Background: an optimization exercise with open tools, aiming at small area and a short achievable clock period. Do not read the settings as production practice.
Only simulation tests tie the RTL to the original design; equivalence was not proved.
Power figures rest on the tool's default switching activity, not on a simulated workload.

==> trial 27: inputs <==
==> flow/design.v <==
module route_table (
  input  logic        clk,
  input  logic        reset,
  input  logic        cfg_wr_en,
  input  logic [3:0]  cfg_node,
  input  logic [2:0]  cfg_port,
  input  logic        cfg_valid,    
  input  logic [19:0] lookup_dest,  
  output logic [14:0] lookup_port,  
  output logic [4:0]  lookup_hit
);
  localparam int NUM_PORTS = 5;
  localparam int NUM_NODES = 16;
  localparam logic [2:0] NO_ROUTE = 3'd7;
  logic [NUM_NODES-1:0][2:0] entry_port;
  always_ff @(posedge clk) begin
    if (reset) begin
      entry_port <= {NUM_NODES{NO_ROUTE}};
    end else if (cfg_wr_en) begin
      entry_port[cfg_node] <= cfg_valid ? cfg_port : NO_ROUTE;
    end
  end
  always_comb begin
    for (int p = 0; p < NUM_PORTS; p++) begin
      lookup_port[p*3 +: 3] = entry_port[lookup_dest[p*4 +: 4]];
      lookup_hit[p]         = (lookup_port[p*3 +: 3] != NO_ROUTE);
    end
  end
endmodule
module vc_input_buffer (
  input  logic        clk,
  input  logic        reset,
  input  logic [28:0] in_flit,
  input  logic        in_write,
  input  logic        route_hit,
  input  logic [2:0]  route_port,
  input  logic [1:0]  dequeue,
  output logic [9:0]  head_req,     
  output logic [3:0]  head_kind,    
  output logic [51:0] head_data,    
  output logic        empty_next    
);
  localparam int NUM_PORTS = 5;
  localparam int NUM_VCS   = 2;
  localparam int BUF_DEPTH = 4;
  localparam int ENTRY_W   = 31;    
  localparam int VC_BIT    = 26;
  logic [BUF_DEPTH-1:0][ENTRY_W-1:0] mem [NUM_VCS];
  logic [BUF_DEPTH-1:0] rd   [NUM_VCS];    
  logic [BUF_DEPTH-1:0] occ  [NUM_VCS];    
  logic [NUM_VCS-1:0]   held1, held2;      
  logic [BUF_DEPTH-1:0] wr   [NUM_VCS];    
  logic [NUM_PORTS-1:0] req  [NUM_VCS];    
  logic [1:0]           kind [NUM_VCS];    
  logic [NUM_VCS-1:0]   push;
  logic [ENTRY_W-1:0]   wdata;
  logic [NUM_PORTS-1:0] in_req;            
  logic [ENTRY_W-1:0]   head [NUM_VCS];
  logic [4:0]           next [NUM_VCS];    
  logic [NUM_PORTS-1:0] next_req [NUM_VCS];
  assign wdata = {route_port, in_flit[28:27], in_flit[25:0]};
  always_comb begin
    for (int o = 0; o < NUM_PORTS; o++) begin
      in_req[o] = (route_port == 3'(o));
    end
    for (int v = 0; v < NUM_VCS; v++) begin
      push[v] = in_write && route_hit && (in_flit[VC_BIT] == v[0]);   
      held1[v] = |occ[v];
      held2[v] = |(occ[v] & {rd[v][2:0], rd[v][3]});   
      for (int k = 0; k < BUF_DEPTH; k++) begin
        wr[v][k] = !occ[v][k] && (occ[v][(k+3)%4] || (!held1[v] && rd[v][k]));
      end
      head[v] = '0;
      next[v] = '0;
      for (int k = 0; k < BUF_DEPTH; k++) begin
        head[v] = head[v] | ({ENTRY_W{rd[v][k]}} & mem[v][k]);
        next[v] = next[v] | ({5{rd[v][(k+3)%4]}} & mem[v][k][30:26]);
      end
      for (int o = 0; o < NUM_PORTS; o++) begin
        next_req[v][o] = (next[v][4:2] == 3'(o));
      end
    end
  end
  always_ff @(posedge clk) begin
    for (int v = 0; v < NUM_VCS; v++) begin
      for (int k = 0; k < BUF_DEPTH; k++) begin
        if (wr[v][k]) mem[v][k] <= wdata;
      end
    end
  end
  logic [NUM_VCS-1:0] keep, load_next, load_in;
  always_comb begin
    for (int v = 0; v < NUM_VCS; v++) begin
      keep[v]      = !dequeue[v] && held1[v];    
      load_next[v] = dequeue[v] && held2[v];     
      load_in[v]   = !keep[v] && !load_next[v];  
    end
  end
  always_ff @(posedge clk) begin
    if (reset) begin
      for (int v = 0; v < NUM_VCS; v++) begin
        rd[v]  <= 4'b0001;
        occ[v] <= '0;
        req[v] <= '0;
      end
    end else begin
      for (int v = 0; v < NUM_VCS; v++) begin
        rd[v]  <= dequeue[v] ? {rd[v][2:0], rd[v][3]} : rd[v];
        occ[v] <= (occ[v] & ~({BUF_DEPTH{dequeue[v]}} & rd[v])) | ({BUF_DEPTH{push[v]}} & wr[v]);
        req[v] <= ({NUM_PORTS{keep[v]}} & req[v]) |
                  ({NUM_PORTS{load_next[v]}} & next_req[v]) |
                  ({NUM_PORTS{load_in[v] && push[v]}} & in_req);
      end
    end
  end
  always_ff @(posedge clk) begin
    for (int v = 0; v < NUM_VCS; v++) begin
      kind[v] <= ({2{keep[v]}} & kind[v]) |
                 ({2{load_next[v]}} & next[v][1:0]) |
                 ({2{load_in[v]}} & in_flit[28:27]);
    end
  end
  assign head_req   = {req[1], req[0]};
  assign head_kind  = {kind[1], kind[0]};
  assign head_data  = {head[1][25:0], head[0][25:0]};
  assign empty_next = !push[0] && !push[1] && !held2[0] && !held2[1] &&
                      (!held1[0] || dequeue[0]) && (!held1[1] || dequeue[1]);
endmodule
module switch_allocator (
  input  logic        clk,
  input  logic        reset,
  input  logic [49:0] head_req,     
  input  logic [19:0] head_kind,    
  input  logic [9:0]  credit_ok,    
  output logic [49:0] grant_sel,    
  output logic [4:0]  grant_valid,  
  output logic [4:0]  grant_vc,     
  output logic [9:0]  dequeue       
);
  localparam int NUM_PORTS = 5;
  localparam int NUM_VCS   = 2;
  localparam int NCH       = NUM_PORTS * NUM_VCS;
  logic [NUM_PORTS-1:0][NUM_VCS-1:0] reserved;
  logic [NUM_PORTS-1:0][NCH-1:0]     elig;
  logic [NUM_PORTS-1:0][NCH-1:0]     sel;
  logic [NUM_PORTS-1:0]              any1, any0, gkind0_1, gkind0_0;
  logic [NUM_PORTS-1:0][NUM_PORTS-1:0] pick0;   
  always_comb begin
    for (int o = 0; o < NUM_PORTS; o++) begin
      for (int i = 0; i < NUM_PORTS; i++) begin
        for (int v = 0; v < NUM_VCS; v++) begin
          elig[o][i*NUM_VCS+v] = head_req[(i*NUM_VCS+v)*NUM_PORTS + o] &&
                                 credit_ok[o*NUM_VCS+v] &&
                                 (!head_kind[(i*NUM_VCS+v)*2+1] || !reserved[o][v]);
        end
      end
    end
  end
  always_comb begin
    for (int o = 0; o < NUM_PORTS; o++) begin
      any1[o] = 1'b0;
      any0[o] = 1'b0;
      for (int i = NUM_PORTS - 1; i >= 0; i--) begin
        sel[o][i*NUM_VCS+1] = elig[o][i*NUM_VCS+1] && !any1[o];
        any1[o] = any1[o] || elig[o][i*NUM_VCS+1];
      end
      for (int i = NUM_PORTS - 1; i >= 0; i--) begin
        pick0[o][i]       = elig[o][i*NUM_VCS] && !any0[o];
        sel[o][i*NUM_VCS] = elig[o][i*NUM_VCS] && !any0[o] && !any1[o];
        any0[o] = any0[o] || elig[o][i*NUM_VCS];
      end
      grant_valid[o] = any1[o] || any0[o];
      grant_vc[o]    = any1[o];
      grant_sel[o*NCH +: NCH] = sel[o];
      gkind0_1[o] = 1'b0;
      gkind0_0[o] = 1'b0;
      for (int i = 0; i < NUM_PORTS; i++) begin
        gkind0_1[o] = gkind0_1[o] || (sel[o][i*NUM_VCS+1] && head_kind[(i*NUM_VCS+1)*2]);
        gkind0_0[o] = gkind0_0[o] || (pick0[o][i] && head_kind[(i*NUM_VCS)*2]);
      end
    end
  end
  always_comb begin
    for (int c = 0; c < NCH; c++) begin
      dequeue[c] = 1'b0;
      for (int o = 0; o < NUM_PORTS; o++) begin
        dequeue[c] = dequeue[c] || sel[o][c];
      end
    end
  end
  always_ff @(posedge clk) begin
    if (reset) begin
      reserved <= '0;
    end else begin
      for (int o = 0; o < NUM_PORTS; o++) begin
        reserved[o][1] <= (any1[o] && !gkind0_1[o]) || (!any1[o] && reserved[o][1]);
        reserved[o][0] <= (any0[o] && !any1[o] && !gkind0_0[o]) || (!(any0[o] && !any1[o]) && reserved[o][0]);
      end
    end
  end
endmodule
module output_credit_port (
  input  logic        clk,
  input  logic        reset,
  input  logic        grant_valid,
  input  logic        grant_vc,
  input  logic [27:0] granted_data,   
  input  logic [1:0]  out_credit_in,
  output logic [28:0] out_flit,
  output logic        out_write,
  output logic [1:0]  credit_ok
);
  localparam int NUM_VCS     = 2;
  localparam int CREDIT_INIT = 4;   
  logic [3:0] credit [NUM_VCS];   
  logic [NUM_VCS-1:0] take;
  always_comb begin
    for (int v = 0; v < NUM_VCS; v++) begin
      take[v]      = grant_valid && (grant_vc == v[0]);
      credit_ok[v] = credit[v][0];
    end
  end
  always_ff @(posedge clk) begin
    if (reset) begin
      out_write <= 1'b0;
      for (int v = 0; v < NUM_VCS; v++) begin
        credit[v] <= 4'b1111;   
      end
    end else begin
      out_write <= grant_valid;
      for (int v = 0; v < NUM_VCS; v++) begin
        credit[v] <= ({4{take[v]}}  & (out_credit_in[v] ? credit[v] : {1'b0, credit[v][3:1]})) |
                     ({4{!take[v]}} & (out_credit_in[v] ? {credit[v][2:0], 1'b1} : credit[v]));
      end
    end
  end
  always_ff @(posedge clk) begin
    out_flit <= {granted_data[27:26], grant_vc, granted_data[25:0]};
  end
endmodule
module router_top (
  input  logic         clk,
  input  logic         reset,
  input  logic         route_cfg_wr_en,
  input  logic [3:0]   route_cfg_node,
  input  logic [2:0]   route_cfg_port,
  input  logic         route_cfg_valid,
  input  logic [144:0] in_flit,
  input  logic [4:0]   in_write,
  output logic [9:0]   in_credit,
  output logic [144:0] out_flit,
  output logic [4:0]   out_write,
  input  logic [9:0]   out_credit_in,
  output logic         idle
);
  localparam int NUM_PORTS = 5;
  localparam int NUM_VCS   = 2;
  localparam int NCH       = NUM_PORTS * NUM_VCS;
  localparam int FLIT_W    = 29;
  localparam int DATA_W    = 28;   
  logic [19:0]  lookup_dest;
  logic [14:0]  lookup_port;
  logic [4:0]   lookup_hit;
  logic [259:0] head_data;
  logic [19:0]  head_kind;
  logic [49:0]  head_req;
  logic [9:0]   dequeue;
  logic [9:0]   credit_ok;
  logic [49:0]  grant_sel;
  logic [4:0]   grant_valid;
  logic [4:0]   grant_vc;
  logic [9:0]   sent_q;
  logic [4:0]   buf_empty_next;
  logic         idle_q;
  route_table u_route_table (
    .clk         (clk),
    .reset       (reset),
    .cfg_wr_en   (route_cfg_wr_en),
    .cfg_node    (route_cfg_node),
    .cfg_port    (route_cfg_port),
    .cfg_valid   (route_cfg_valid),
    .lookup_dest (lookup_dest),
    .lookup_port (lookup_port),
    .lookup_hit  (lookup_hit)
  );
  for (genvar p = 0; p < NUM_PORTS; p++) begin : g_port
    logic [DATA_W-1:0] granted_data;
    assign lookup_dest[p*4 +: 4] = in_flit[p*FLIT_W + 18 +: 4];
    vc_input_buffer u_in_buf (
      .clk        (clk),
      .reset      (reset),
      .in_flit    (in_flit[p*FLIT_W +: FLIT_W]),
      .in_write   (in_write[p]),
      .route_hit  (lookup_hit[p]),
      .route_port (lookup_port[p*3 +: 3]),
      .dequeue    (dequeue[p*NUM_VCS +: NUM_VCS]),
      .head_req   (head_req[p*NUM_VCS*NUM_PORTS +: NUM_VCS*NUM_PORTS]),
      .head_kind  (head_kind[p*NUM_VCS*2 +: NUM_VCS*2]),
      .head_data  (head_data[p*NUM_VCS*26 +: NUM_VCS*26]),
      .empty_next (buf_empty_next[p])
    );
    always_comb begin
      granted_data = '0;
      for (int c = 0; c < NCH; c++) begin
        granted_data = granted_data | ({DATA_W{grant_sel[p*NCH + c]}} &
                                       {head_kind[c*2 +: 2], head_data[c*26 +: 26]});
      end
    end
    output_credit_port u_out_port (
      .clk           (clk),
      .reset         (reset),
      .grant_valid   (grant_valid[p]),
      .grant_vc      (grant_vc[p]),
      .granted_data  (granted_data),
      .out_credit_in (out_credit_in[p*NUM_VCS +: NUM_VCS]),
      .out_flit      (out_flit[p*FLIT_W +: FLIT_W]),
      .out_write     (out_write[p]),
      .credit_ok     (credit_ok[p*NUM_VCS +: NUM_VCS])
    );
  end
  switch_allocator u_alloc (
    .clk         (clk),
    .reset       (reset),
    .head_req    (head_req),
    .head_kind   (head_kind),
    .credit_ok   (credit_ok),
    .grant_sel   (grant_sel),
    .grant_valid (grant_valid),
    .grant_vc    (grant_vc),
    .dequeue     (dequeue)
  );
  always_ff @(posedge clk) begin
    if (reset) begin
      idle_q <= 1'b1;
      sent_q <= '0;
    end else begin
      idle_q <= &buf_empty_next;
      sent_q <= dequeue;   
    end
  end
  assign idle      = idle_q;
  assign in_credit = sent_q;
endmodule
==> flow/flow/run.sh <==
#!/bin/bash
# The standard layout with two changes: plain buffers on the ports in place of
# the delay cells that buffer_ports picks by default, and clock tree synthesis
# with larger sink clusters and without dummy balancing loads.
set -euo pipefail
export BUFFER_PORTS_ARGS="-buffer_cell sky130_fd_sc_hd__buf_2"
export CTS_ARGS="-sink_clustering_enable -repair_clock_nets -sink_clustering_size 25 -sink_clustering_max_diameter 70 -dont_use_dummy_load"
bash standard.sh > flow_make.log 2>&1
==> flow/standard.sh <==
#!/bin/bash
# synth_recipe.tcl (not shown) runs the flow's synth.tcl, then flattens the netlist and writes it again
# the make line also repeats each setting of config.mk as NAME=value (left out here)
make -C /OpenROAD-flow-scripts/flow DESIGN_CONFIG=/design/flow/config.mk WORK_HOME=/design/flow/orfs CLKGATE_MAP_FILE= SYNTH_SCRIPT=/design/flow/synth_recipe.tcl "${@:-finish}"
==> flow/config.mk <==
export PLATFORM = sky130hd
export DESIGN_NAME = router_top
export DESIGN_NICKNAME = router_top
export VERILOG_FILES = /design/flow/design.v
export SDC_FILE = /design/flow/constraint.sdc
export NUM_CORES = 4
export LEC_CHECK = 0
export CAP_MARGIN = 10
export CELL_PAD_IN_SITES_DETAIL_PLACEMENT = 1
export CELL_PAD_IN_SITES_GLOBAL_PLACEMENT = 1
export CORE_MARGIN = 2
export CORE_UTILIZATION = 40
export PLACE_DENSITY = 0.55
export SETUP_SLACK_MARGIN = 3.0
export SLEW_MARGIN = 27
export TNS_END_PERCENT = 10
==> flow/constraint.sdc <==
create_clock -name core_clock -period 5.5 [get_ports {clk}]
set_input_delay 1.1000 -clock core_clock [delete_from_list [all_inputs] [get_ports {clk}]]
set_output_delay 1.1000 -clock core_clock [all_outputs]
set_load 0.01 [all_outputs]
==> trial 52: changes against trial 27 <==
--- a/flow/design.v
+++ b/flow/design.v
@@ -109,5 +109,4 @@
         occ[v] <= (occ[v] & ~({BUF_DEPTH{dequeue[v]}} & rd[v])) | ({BUF_DEPTH{push[v]}} & wr[v]);
-        req[v] <= ({NUM_PORTS{keep[v]}} & req[v]) |
-                  ({NUM_PORTS{load_next[v]}} & next_req[v]) |
-                  ({NUM_PORTS{load_in[v] && push[v]}} & in_req);
+        req[v] <= dequeue[v] ? (held2[v] ? next_req[v] : ({NUM_PORTS{push[v]}} & in_req))
+                             : (held1[v] ? req[v]      : ({NUM_PORTS{push[v]}} & in_req));
       end
@@ -117,5 +116,4 @@
     for (int v = 0; v < NUM_VCS; v++) begin
-      kind[v] <= ({2{keep[v]}} & kind[v]) |
-                 ({2{load_next[v]}} & next[v][1:0]) |
-                 ({2{load_in[v]}} & in_flit[28:27]);
+      kind[v] <= dequeue[v] ? (held2[v] ? next[v][1:0] : in_flit[28:27])
+                            : (held1[v] ? kind[v]      : in_flit[28:27]);
     end
@@ -145,4 +143,3 @@
   logic [NUM_PORTS-1:0][NCH-1:0]     sel;
-  logic [NUM_PORTS-1:0]              any1, any0, gkind0_1, gkind0_0;
-  logic [NUM_PORTS-1:0][NUM_PORTS-1:0] pick0;   
+  logic [NUM_PORTS-1:0]              any1, any0, gkind0;
   always_comb begin
@@ -167,3 +164,2 @@
       for (int i = NUM_PORTS - 1; i >= 0; i--) begin
-        pick0[o][i]       = elig[o][i*NUM_VCS] && !any0[o];
         sel[o][i*NUM_VCS] = elig[o][i*NUM_VCS] && !any0[o] && !any1[o];
@@ -174,7 +170,5 @@
       grant_sel[o*NCH +: NCH] = sel[o];
-      gkind0_1[o] = 1'b0;
-      gkind0_0[o] = 1'b0;
-      for (int i = 0; i < NUM_PORTS; i++) begin
-        gkind0_1[o] = gkind0_1[o] || (sel[o][i*NUM_VCS+1] && head_kind[(i*NUM_VCS+1)*2]);
-        gkind0_0[o] = gkind0_0[o] || (pick0[o][i] && head_kind[(i*NUM_VCS)*2]);
+      gkind0[o] = 1'b0;
+      for (int c = 0; c < NCH; c++) begin
+        gkind0[o] = gkind0[o] || (sel[o][c] && head_kind[c*2]);
       end
@@ -195,4 +189,4 @@
       for (int o = 0; o < NUM_PORTS; o++) begin
-        reserved[o][1] <= (any1[o] && !gkind0_1[o]) || (!any1[o] && reserved[o][1]);
-        reserved[o][0] <= (any0[o] && !any1[o] && !gkind0_0[o]) || (!(any0[o] && !any1[o]) && reserved[o][0]);
+        reserved[o][1] <= (any1[o] && !gkind0[o]) || (!any1[o] && reserved[o][1]);
+        reserved[o][0] <= (any0[o] && !any1[o] && !gkind0[o]) || (!(any0[o] && !any1[o]) && reserved[o][0]);
       end
==> flow/flow/run.sh (replaced) <==
#!/bin/bash
# The standard layout, with plain buffers on the ports in place of the delay
# cells that buffer_ports picks by default. Everything else is the standard flow's flow.
set -euo pipefail
export BUFFER_PORTS_ARGS="-buffer_cell sky130_fd_sc_hd__buf_2"
bash standard.sh > flow_make.log 2>&1
- CAP_MARGIN: 10 -> 20
- CTS_CLUSTER_DIAMETER: not set -> 70
- CTS_CLUSTER_SIZE: not set -> 25
- SLEW_MARGIN: 27 -> 35
==> trial 14: changes against trial 27 <==
- CAP_MARGIN: 10 -> 20
- CORE_UTILIZATION: 40 -> 45
- PLACE_DENSITY: 0.55 -> 0.6
- SLEW_MARGIN: 27 -> 35
==> summary.txt <==
Area growth, synth to finish: trial 52 23.4%; trial 27 19.1%; trial 14 17.8%
Worst setup slack after placement: trial 52 1.30 ns; trial 27 1.25 ns; trial 14 1.01 ns
Average vias per placed instance: trial 52 6.76; trial 27 6.80; trial 14 7.13
Portion of netlist area occupied by mux cells: trial 52 2.14%; trial 27 2.22%; trial 14 2.22%
Clock insertion delay at the later pin of the skew report: trial 52 0.85 ns; trial 27 0.82 ns; trial 14 0.79 ns
Capture endpoint of the worst hold path: trial 52 g_port[2].u_out_port.credit[1][3]$_SDFF_PP1_; trial 27 g_port[1].u_out_port.credit[1][3]$_SDFF_PP1_; trial 14 g_port[0].u_out_port.credit[1][3]$_SDFF_PP1_
Net switching power: trial 52 17900 uW; trial 27 7030 uW; trial 14 6840 uW
Number of synthesized flops with an enable pin: trial 52 1260; trial 27 1240; trial 14 1240
Flop+latch power: trial 52 17200 uW; trial 27 14400 uW; trial 14 14400 uW
Met3 Wirelength: trial 52 32200 um; trial 27 37000 um; trial 14 39400 um
Relative contribution of combinational cells to total power: trial 52 36.7%; trial 27 13.4%; trial 14 13.4%
Post-route core utilization: trial 52 49.8%; trial 27 47.8%; trial 14 53.3%
Register cell area after layout: trial 52 45700 um^2; trial 27 45600 um^2; trial 14 45600 um^2
Number of multi-input combinational cells: trial 52 3198; trial 27 3194; trial 14 3194
IR Drop Worst-Case VDD: trial 52 0.276 mV; trial 27 0.337 mV; trial 14 0.371 mV
Leakage: trial 52 0.0297 uW; trial 27 0.0282 uW; trial 14 0.0279 uW
FP Rows: trial 52 151; trial 27 152; trial 14 143
Status: trial 52 complete, no violations; trial 27 complete, no violations; trial 14 complete, no violations
Fill cell total of the finished layout: trial 52 16927; trial 27 17083; trial 14 15138
DP Wirelength: trial 52 221000 um; trial 27 206000 um; trial 14 202000 um

[static timing again, ports no longer ideal]
The flow's constraints put no driver on any port. The routed layouts listed below were extracted and timed again, unchanged, in two steps.
Step 1 (the two cells are an assumption about what drives the block):
set clk [get_ports {clk}]
set_driving_cell -lib_cell sky130_fd_sc_hd__clkbuf_16 $clk
set_driving_cell -lib_cell sky130_fd_sc_hd__buf_2 [delete_from_list [all_inputs] $clk]
Step 2 also shifts input and output timing later by t, the mid clock arrival at the registers, as if the neighbouring blocks saw the same clock.
Slacks: ideal / step 1 / step 2; pairs: ideal / step 1.
run	t (ns)	setup slack, ns	worst data-port slew with drivers (ns)	pins driven straight from the clock port
trial 27	0.861	2.620 / 2.563 / 1.725	0.28	1
trial 52	0.913	2.543 / 2.543 / 1.782	0.34	1
trial 14	0.823	2.586 / 2.586 / 1.840	0.24	1
After both steps setup and hold are still met in every run listed. The setup slack of trial 27, which loses most, moves by -0.057 ns with the drivers and by -0.895 ns with both steps.
